This design comes from an exercise in tuning for small area and a short achievable clock period on the open sky130 flow, not from production work. In this exercise RTL edits were held to simulation tests only and were not proved equivalent to the original.

--- design/flow/design.v ---
`default_nettype none
`default_nettype wire
`default_nettype none
package md5_pkg;
    typedef logic [32-1:0] word_t;
    typedef struct packed {
        word_t d;
        word_t c;
        word_t b;
        word_t a;
    } state_t;
    typedef logic [512-1:0] block_t;               
    typedef logic [$clog2(16)-1:0] step_t;
    typedef enum logic [1:0] {
        RND_F,
        RND_G,
        RND_H,
        RND_I
    } round_e;
    typedef enum logic {
        ST_IDLE,
        ST_RUN
    } stage_state_e;
endpackage
`default_nettype wire
`timescale 1ns/1ns
`default_nettype none
module md5_const_rom
#(
    parameter logic [1:0] ROUND = md5_pkg::RND_F
)
(
    input  logic [3:0]  i_step,
    output logic [31:0] o_k_next,
    output logic [4:0]  o_shift
);
    localparam logic [2047:0] K_ALL = {
        32'hd76aa478, 32'he8c7b756, 32'h242070db, 32'hc1bdceee,
        32'hf57c0faf, 32'h4787c62a, 32'ha8304613, 32'hfd469501,
        32'h698098d8, 32'h8b44f7af, 32'hffff5bb1, 32'h895cd7be,
        32'h6b901122, 32'hfd987193, 32'ha679438e, 32'h49b40821,
        32'hf61e2562, 32'hc040b340, 32'h265e5a51, 32'he9b6c7aa,
        32'hd62f105d, 32'h02441453, 32'hd8a1e681, 32'he7d3fbc8,
        32'h21e1cde6, 32'hc33707d6, 32'hf4d50d87, 32'h455a14ed,
        32'ha9e3e905, 32'hfcefa3f8, 32'h676f02d9, 32'h8d2a4c8a,
        32'hfffa3942, 32'h8771f681, 32'h6d9d6122, 32'hfde5380c,
        32'ha4beea44, 32'h4bdecfa9, 32'hf6bb4b60, 32'hbebfbc70,
        32'h289b7ec6, 32'heaa127fa, 32'hd4ef3085, 32'h04881d05,
        32'hd9d4d039, 32'he6db99e5, 32'h1fa27cf8, 32'hc4ac5665,
        32'hf4292244, 32'h432aff97, 32'hab9423a7, 32'hfc93a039,
        32'h655b59c3, 32'h8f0ccc92, 32'hffeff47d, 32'h85845dd1,
        32'h6fa87e4f, 32'hfe2ce6e0, 32'ha3014314, 32'h4e0811a1,
        32'hf7537e82, 32'hbd3af235, 32'h2ad7d2bb, 32'heb86d391
    };
    localparam logic [79:0] S_ALL = {
        5'd7, 5'd12, 5'd17, 5'd22,
        5'd5, 5'd9,  5'd14, 5'd20,
        5'd4, 5'd11, 5'd16, 5'd23,
        5'd6, 5'd10, 5'd15, 5'd21
    };
    localparam logic [2079:0] K_EXT = {K_ALL, 32'd0};
    localparam logic [511:0] K_NEXT = K_EXT[2079 - 512 * ROUND - 32 -: 512];
    always_comb
    begin
        o_k_next = K_NEXT[511 - 32 * i_step -: 32];
        o_shift  = S_ALL[79 - 20 * ROUND - 5 * i_step[1:0] -: 5];
    end
endmodule
`default_nettype wire
`timescale 1ns/1ns
`default_nettype none
module md5_round_stage
#(
    parameter logic [1:0] ROUND = md5_pkg::RND_F
)
(
    input  wire logic   Clk,
    input  wire logic   Rst_n,
    input  wire logic   i_load,
    input  md5_pkg::state_t      i_work,
    input  md5_pkg::block_t      i_msg,       
    input  md5_pkg::state_t      i_chain,
    input  md5_pkg::word_t       i_x,         
    output logic        o_done,
    output md5_pkg::state_t      o_work,      
    output md5_pkg::block_t      o_msg,       
    output md5_pkg::state_t      o_chain,
    output md5_pkg::word_t       o_x,         
    output md5_pkg::state_t      o_work_q,
    output md5_pkg::word_t       o_x_q
);
    function automatic integer sig(input integer r, input integer t);
        case (r)
            0:       sig = t % 16;
            1:       sig = (1 + 5 * t) % 16;
            2:       sig = (5 + 3 * t) % 16;
            default: sig = (7 * t) % 16;
        endcase
    endfunction
    function automatic integer sig_inv(input integer r, input integer w);
        case (r)
            0:       sig_inv = w % 16;
            1:       sig_inv = (13 * (w + 15)) % 16;
            2:       sig_inv = (11 * (w + 11)) % 16;
            default: sig_inv = (7 * w) % 16;
        endcase
    endfunction
    localparam integer R     = ROUND;
    localparam logic   FIRST = (ROUND == md5_pkg::RND_F);
    localparam logic   LAST  = (ROUND == md5_pkg::RND_I);
    localparam integer OFF   = FIRST ? 16 : 15;
    localparam integer M_POS = FIRST ? 0 : 1;
    logic                  act_q;
    logic                  last_q;
    logic                  prep_q;
    logic [3:0]            cnt_q;
    md5_pkg::state_t       work_q;
    md5_pkg::block_t       msg_q;
    md5_pkg::state_t       chain_q;
    md5_pkg::word_t        x_q;
    md5_pkg::word_t        k_rom;
    md5_pkg::word_t        k_next;
    md5_pkg::word_t        f_val;
    md5_pkg::word_t        sum;
    md5_pkg::word_t        rot;
    md5_pkg::word_t        step_res;
    md5_pkg::word_t        m_next;
    md5_pkg::block_t       msg_rot;
    md5_pkg::block_t       msg_out;
    logic [3:0]            cnt_d;
    md5_pkg::word_t        k_q;
    assign cnt_d = i_load ? (FIRST ? 4'd15 : 4'd0) : cnt_q + 1'b1;
    md5_const_rom #(
        .ROUND    (ROUND)
    ) u_rom (
        .i_step   (cnt_d),
        .o_k_next (k_rom),
        .o_shift  ()
    );
    always_comb
    begin
        unique case (ROUND)
            md5_pkg::RND_F: f_val = (work_q.b & work_q.c) | (~work_q.b & work_q.d);
            md5_pkg::RND_G: f_val = (work_q.b & work_q.d) | (work_q.c & ~work_q.d);
            md5_pkg::RND_H: f_val = work_q.b ^ work_q.c ^ work_q.d;
            md5_pkg::RND_I: f_val = work_q.c ^ (work_q.b | ~work_q.d);
        endcase
    end
    assign sum = f_val + x_q;
    localparam integer S0 = (R == 0) ? 7  : (R == 1) ? 5  : (R == 2) ? 4  : 6;
    localparam integer S1 = (R == 0) ? 12 : (R == 1) ? 9  : (R == 2) ? 11 : 10;
    localparam integer S2 = (R == 0) ? 17 : (R == 1) ? 14 : (R == 2) ? 16 : 15;
    localparam integer S3 = (R == 0) ? 22 : (R == 1) ? 20 : (R == 2) ? 23 : 21;
    always_comb
    begin
        unique case (cnt_q[1:0])
            2'd0: rot = (sum << S0) | (sum >> (32 - S0));
            2'd1: rot = (sum << S1) | (sum >> (32 - S1));
            2'd2: rot = (sum << S2) | (sum >> (32 - S2));
            2'd3: rot = (sum << S3) | (sum >> (32 - S3));
        endcase
    end
    assign step_res = work_q.b + rot;
    assign o_work.a = work_q.d;
    assign o_work.b = step_res;
    assign o_work.c = work_q.b;
    assign o_work.d = work_q.c;
    genvar p;
    generate
        for (p = 0; p < 16; p = p + 1)
        begin : g_word
            assign msg_rot[32 * p +: 32] = msg_q[32 * ((p + 1) % 16) +: 32];
            assign msg_out[32 * p +: 32] =
                msg_q[32 * ((sig_inv(R, sig((R + 1) % 4, p)) + 32 - OFF) % 16) +: 32];
        end
    endgenerate
    localparam integer P_NEXT0 = (sig_inv(R, sig((R + 1) % 4, 0)) + 32 - OFF) % 16;
    always_ff @(posedge Clk)
        k_q <= (FIRST && i_load) ? 32'hd76aa478 : k_rom;
    assign k_next = k_q;
    generate
        if (LAST)
            assign m_next = last_q ? chain_q.a : msg_q[32 * M_POS +: 32];
        else
            assign m_next = last_q ? msg_q[32 * P_NEXT0 +: 32] : msg_q[32 * M_POS +: 32];
    endgenerate
    assign o_done = last_q;
    assign o_x    = work_q.d + k_next + m_next;
    assign o_msg    = msg_out;
    assign o_chain  = chain_q;
    assign o_work_q = work_q;
    assign o_x_q    = x_q;
    always_ff @(posedge Clk or posedge Rst_n)
    begin
        if (Rst_n)
        begin
            act_q  <= 1'b0;
            last_q <= 1'b0;
            prep_q <= 1'b0;
            cnt_q  <= '0;
        end
        else if (i_load)
        begin
            act_q  <= 1'b1;
            last_q <= 1'b0;
            prep_q <= FIRST;
            cnt_q  <= cnt_d;
        end
        else
        begin
            cnt_q  <= cnt_d;
            last_q <= act_q && (cnt_q == 4'd14);
            prep_q <= 1'b0;
            if (last_q)
                act_q <= 1'b0;
        end
    end
    generate
        if (FIRST)
        begin : g_first
            always_ff @(posedge Clk)
            begin
                if (i_load)
                begin
                    work_q.a <= i_work.b;
                    work_q.b <= i_work.c;
                    work_q.c <= i_work.d;
                    work_q.d <= i_work.a;
                    msg_q    <= i_msg;
                    chain_q  <= i_chain;
                end
                else
                begin
                    work_q.a <= o_work.a;
                    work_q.b <= prep_q ? work_q.a : o_work.b;
                    work_q.c <= o_work.c;
                    work_q.d <= o_work.d;
                    msg_q    <= msg_rot;
                end
                x_q <= o_x;
            end
        end
        else
        begin : g_next
            always_ff @(posedge Clk)
            begin
                if (i_load)
                begin
                    work_q  <= i_work;
                    msg_q   <= i_msg;
                    chain_q <= i_chain;
                    x_q     <= i_x;
                end
                else
                begin
                    work_q  <= o_work;
                    msg_q   <= msg_rot;
                    x_q     <= o_x;
                end
            end
        end
    endgenerate
endmodule
`default_nettype wire
`timescale 1ns/1ns
`default_nettype none
module md5_digest_stage
(
    input  md5_pkg::state_t      i_state,
    input  md5_pkg::word_t       i_sum_a,     
    input  md5_pkg::state_t      i_chain,
    output md5_pkg::state_t      o_digest
);
    assign o_digest.a = i_sum_a;
    assign o_digest.b = i_state.b + i_chain.b;
    assign o_digest.c = i_state.c + i_chain.c;
    assign o_digest.d = i_state.d + i_chain.d;
endmodule
`default_nettype wire
`timescale 1ns/1ns
`default_nettype none
module md5_core
(
    input  wire logic   Clk,
    input  wire logic   Rst_n,
    input  wire logic   i_valid,
    input  md5_pkg::block_t      i_block,
    input  md5_pkg::state_t      i_chain,
    output logic        o_valid,
    output md5_pkg::state_t      o_digest
);
    logic            done_0, done_1, done_2, done_3;
    md5_pkg::state_t work_0, work_1, work_2, work_3;
    md5_pkg::block_t msg_0, msg_1, msg_2;
    md5_pkg::state_t chain_0, chain_1, chain_2, chain_3;
    md5_pkg::word_t  x_0, x_1, x_2;
    md5_pkg::state_t work_q_3;
    md5_pkg::word_t  x_q_3;
    md5_pkg::state_t digest;
    md5_round_stage #(.ROUND(md5_pkg::RND_F)) u_rnd_f (
        .Clk      (Clk),
        .Rst_n    (Rst_n),
        .i_load   (i_valid),
        .i_work   (i_chain),
        .i_msg    (i_block),
        .i_chain  (i_chain),
        .i_x      ('0),
        .o_done   (done_0),
        .o_work   (work_0),
        .o_msg    (msg_0),
        .o_chain  (chain_0),
        .o_x      (x_0),
        .o_work_q (),
        .o_x_q    ()
    );
    md5_round_stage #(.ROUND(md5_pkg::RND_G)) u_rnd_g (
        .Clk      (Clk),
        .Rst_n    (Rst_n),
        .i_load   (done_0),
        .i_work   (work_0),
        .i_msg    (msg_0),
        .i_chain  (chain_0),
        .i_x      (x_0),
        .o_done   (done_1),
        .o_work   (work_1),
        .o_msg    (msg_1),
        .o_chain  (chain_1),
        .o_x      (x_1),
        .o_work_q (),
        .o_x_q    ()
    );
    md5_round_stage #(.ROUND(md5_pkg::RND_H)) u_rnd_h (
        .Clk      (Clk),
        .Rst_n    (Rst_n),
        .i_load   (done_1),
        .i_work   (work_1),
        .i_msg    (msg_1),
        .i_chain  (chain_1),
        .i_x      (x_1),
        .o_done   (done_2),
        .o_work   (work_2),
        .o_msg    (msg_2),
        .o_chain  (chain_2),
        .o_x      (x_2),
        .o_work_q (),
        .o_x_q    ()
    );
    md5_round_stage #(.ROUND(md5_pkg::RND_I)) u_rnd_i (
        .Clk      (Clk),
        .Rst_n    (Rst_n),
        .i_load   (done_2),
        .i_work   (work_2),
        .i_msg    (msg_2),
        .i_chain  (chain_2),
        .i_x      (x_2),
        .o_done   (done_3),
        .o_work   (work_3),
        .o_msg    (),
        .o_chain  (chain_3),
        .o_x      (),
        .o_work_q (work_q_3),
        .o_x_q    (x_q_3)
    );
    md5_digest_stage u_digest (
        .i_state  (work_q_3),
        .i_sum_a  (x_q_3),
        .i_chain  (chain_3),
        .o_digest (digest)
    );
    logic fin_q;
    always_ff @(posedge Clk or posedge Rst_n)
    begin
        if (Rst_n)
        begin
            fin_q   <= 1'b0;
            o_valid <= 1'b0;
        end
        else
        begin
            fin_q   <= done_3;
            o_valid <= fin_q;
        end
    end
    always_ff @(posedge Clk)
        o_digest <= digest;
endmodule
`default_nettype wire
--- design/flow/flow/run.sh ---
#!/bin/bash
# Own flow: the standard layout (standard.sh, unchanged synthesis), with
# two placement/repair settings added to config.mk:
#  - port buffers are buf_1 cells instead of the resizer's default choice.
# The clock period and constraints are the standard flow's own (constraint.sdc).
set -euo pipefail
cat >> config.mk <<'EOC'
export SETUP_SLACK_MARGIN = 6.5
export BUFFER_PORTS_ARGS = -buffer_cell sky130_fd_sc_hd__buf_1
EOC
bash standard.sh > standard.log 2>&1
--- design/flow/standard.sh ---
#!/bin/bash
# synth_recipe.tcl (not shown) runs the flow's synth.tcl, then flattens the netlist and writes it again
# the make line also repeats each setting of config.mk as NAME=value (left out here)
make -C /OpenROAD-flow-scripts/flow DESIGN_CONFIG=/design/flow/config.mk WORK_HOME=/design/flow/orfs CLKGATE_MAP_FILE= SYNTH_SCRIPT=/design/flow/synth_recipe.tcl "${@:-finish}"
--- design/flow/config.mk ---
export PLATFORM = sky130hd
export DESIGN_NAME = md5_core
export DESIGN_NICKNAME = md5_core
export VERILOG_FILES = /design/flow/design.v
export SDC_FILE = /design/flow/constraint.sdc
export NUM_CORES = 4
export LEC_CHECK = 0
export ABC_AREA = 1
export CAP_MARGIN = 20
export CORE_MARGIN = 2
export CORE_UTILIZATION = 50
export CTS_CLUSTER_DIAMETER = 100
export CTS_CLUSTER_SIZE = 30
export SLEW_MARGIN = 20
export SETUP_SLACK_MARGIN = 6.5
export BUFFER_PORTS_ARGS = -buffer_cell sky130_fd_sc_hd__buf_1
--- design/flow/constraint.sdc ---
create_clock -name core_clock -period 11.0 [get_ports {Clk}]
set_input_delay 2.2000 -clock core_clock [delete_from_list [all_inputs] [get_ports {Clk}]]
set_output_delay 2.2000 -clock core_clock [all_outputs]
set_load 0.01 [all_outputs]
==> run summary <==
[state kept, by name, indices dropped and copies added, names as in the netlist, 32 cells and up]
signal,flops
u_rnd_f.msg_q,512
u_rnd_g.msg_q,512
u_rnd_h.msg_q,512
u_rnd_i.msg_q,512
o_digest,128
u_rnd_f.chain_q,128
u_rnd_f.work_q,128
u_rnd_g.chain_q,128
u_rnd_h.chain_q,128
u_rnd_i.chain_q,128
u_rnd_g.work_q,96
u_rnd_h.work_q,96
u_rnd_i.work_q,96
u_rnd_f.k_q,32
u_rnd_f.x_q,32
u_rnd_g.k_q,32
u_rnd_g.x_q,32
u_rnd_h.k_q,32
u_rnd_h.x_q,32
u_rnd_i.k_q,32
u_rnd_i.x_q,32
[cell usage in the layout (no fill, tap or decap), types with 137 or more instances in the layout]
cell type  instances
xor2_1           166
o21ai_0         2656
dfxtp_1         2555
nand2_2          218
ha_1             335
o21ai_1          154
nor2_1           561
nand2_1         4254
edfxtp_1         512
ha_4             149
a21oi_1          431
buf_4            382
inv_1           1920
dfxtp_2          137
clkbuf_16        156
buf_1            770
dfxtp_4          156
nand3_1          353
[worst paths after layout]
path                                 endpoint  depth (start not counted)  slack (ps)                 from
setup / recovery           u_rnd_h.work_q[55]                         29        6390  u_rnd_h.work_q[101]
hold / removal                        o_valid                          0         350                fin_q
setup reg to reg           u_rnd_h.work_q[55]                         29        6390  u_rnd_h.work_q[101]
hold reg to reg                       o_valid                          0         350                fin_q
max in group asynchronous      u_rnd_f.last_q                          3        8840                Rst_n
min in group asynchronous      u_rnd_i.last_q                          3        1490                Rst_n
[per-stage QoR]
step | cells | utilization [%] | cell area, µm²
floorplan | 17234 | - | 142000
global placement | 21192 | 52.5 | 148000
detailed placement | 21192 | 52.5 | 148000
CTS | 21545 | 56.2 | 159000
global route | 21733 | 58.4 | 165000
finish | 21747 | 58.4 | 165000
[cell families (layout without fill, tap and decap cells)]
| kind of cell | Yosys count | after routing | synth area share, % |
|---|---|---|---|
| fa+ha+maj | 663 | 663 | 6.57 |
| flops | 3387 | 3387 | 51.4 |
| compound gates | 3992 | 3992 | 15.0 |
| buf+inv | 2748 | 3501 | 7.37 |
| xor+xnor | 417 | 417 | 2.59 |
| simple gates | 5993 | 5993 | 16.9 |
| other cells | 0 | 17 | 0 |
| mux | 34 | 34 | 0.239 |
[per-layer routing]
metal	up-vias	routed length [µm]	track usage, %	part of all wire [%]
met5	-	420	0	0.075
met4	56	31300	16.9	5.6
met3	1033	53900	8.44	9.6
met2	5370	236000	54.5	42
met1	57243	239000	52.2	43
li1	56948	-	-	-
[area by class of cell]
| type | instances | area, µm² | area share, % |
|---|---|---|---|
| clock buffer | 182 | 3980 | 2.41 |
| timing repair buffer | 1211 | 6750 | 4.09 |
| inverter | 2065 | 7820 | 4.74 |
| antenna | 17 | 42.5 | 0.0258 |
| sequential | 3387 | 73800 | 44.7 |
| tap | 3743 | 4680 | 2.84 |
| clock inverter | 43 | 788 | 0.478 |
| multi-input combinational | 11099 | 67100 | 40.7 |
[timing repair]
| action | in CTS | in global routing |
|---|---|---|
| setup buffers | 124 | 184 |
| setup endpoints to repair | 217 | 183 |
| pin swaps | 154 | 387 |
| gates cloned | 4 | 1 |
| hold endpoints to repair | 0 | 0 |
| resized for setup | 1293 | 1112 |
[worst max-delay path, delay by kind of cell, from the launching register on]
kind / cells / cell delay [ps]
AOI/OAI and AO/OA: 9 / 1300
xor gates and xnor gates: 3 / 600
adders and majority gates: 2 / 760
buffers and inverters: 4 / 340
DFF: 1 / 430
and+or+nand+nor: 11 / 1080
==> run summary <==
outcome finished clean; Req. time, crit path 11840 ps; Final setup viols 0; largest fanout on the critical path 5; PortBufs 771; clock insertion delay at the later pin of the skew report 940 ps; post-synthesis instance area 0.142 mm²; clock tree skew after final layout 53.9 ps; # DRC 0; largest net degree at the start of global routing 230; share of flip-flops with an asynchronous set or reset after synthesis 0.797%; CTS tree done; minimum clock period 4610 ps; gate count of the mapped netlist 17.2k; wire length after detailed routing 561000 µm; slew at the pin with the worst max-slew slack 1280 ps; total CTS buffers approximately 150; CTS sink count between 3k and 4k; clock root cell clkbuf_16; arrival time of the worst setup path approximately 5500 ps; critical path startpoint category flop; remaining global-route overflow 0; Pre-Repair DR Iteration Count 9; fill cell count around 26k; floorplan core area 0.283 mm²; IO Pins 772; part of the Yosys area used for sequential elements 51.4%; synthesized netlist net count 18.5k; Commonest cells post-synth nand2_1, o21ai_0, dfxtp_1; wire length of the first global-routing pass 772000 µm; maximum clock insertion buffer count 4; Worst path most repeated cell nand2_1; most frequently used flop master after synthesis dfxtp_1; achievable frequency 217 MHz; most frequently used cell type in the post-synthesis netlist nand2_1; number of different library cells in the post-synthesis netlist 82; cell row count a little under 200; Yosys warning total 9; number of enable flip-flop cells after synthesis approximately 510; DR vias/cell about 5.5; effective utilization at floorplan about half; maximum level of the CTS H-tree 4; Horiz. Die Dim 537 µm; post-detailed-route count of antenna-violating nets 0; half-perimeter wire length after detailed placement 441000 µm; total count of hold-check failures in the final report 0; Setup crit end kind flop; Slowest-stage cell, CP ha_2; via count of the first global-routing pass around 110k; unrepaired setup endpoints after global routing true; biggest area consumer among synthesized cells dfxtp_1; category of the most critical setup path reg -> reg; layout net count between 15k and 20k; post-layout worst setup margin ~6400 ps; overall fraction of global-route tracks in use 37.2%; Avg WL per Cell 25.8 µm; average size of a mapped cell 8.25 µm²; floorplan die height 537 µm; portion of synthesized cell area occupied by the leading cell type 40.1%; Slew Limit Headroom 15.0%; clock transition at the registers of the reported paths 120 ps; sum of negative setup slack 0 ps; P&R area growth vs syn 16.0%; dominant cells by area after synthesis dfxtp_1, nand2_1, edfxtp_1; number of vias after detailed routing 121k; FF+latch count, synth 3387; worst slack after detailed placement 5260 ps; worst hold-check path type reg -> reg; starting DRC count in detailed routing 14.0k; Worst path max stage delay around 440 ps; number of antenna violations at the first check in global routing 67; die outline area 0.289 mm²; final hold slack 352 ps; fraction of final layout cells with drive strength greater than 1 between 10% and 20%; pins over their slew limit 0; MaxCap Viol Count 0; period utilization 41.9%; # hold bufs at CTS 0; gp weighted congestion 1.08

-- separate check: timing with driven ports --
The flow's constraints put no driver on any port. The routed layout listed below was extracted and timed again, unchanged, in two steps.
Step 1, drivers: a clkbuf_16 drives Clk and a buf_2 each remaining input, both assumed.
Step 2 times the ports against the registers' clock, not the clock port: input delays grow and output delays shrink by t, the midpoint of the rising clock arrivals with the driver on.
Slacks: no drivers / after step 1 / after step 2; pairs: no drivers / after step 1.
t, ns: 1.018
slack for setup (ns): 6.386 / 6.386 / 5.771
worst setup path after step 2: input to register
latest minus earliest clock arrival (ns): 0.059 / 0.059
After both steps setup and hold are still met in this run. The setup slack of this run moves by 0.000 ns with the drivers and by -0.615 ns with both steps.
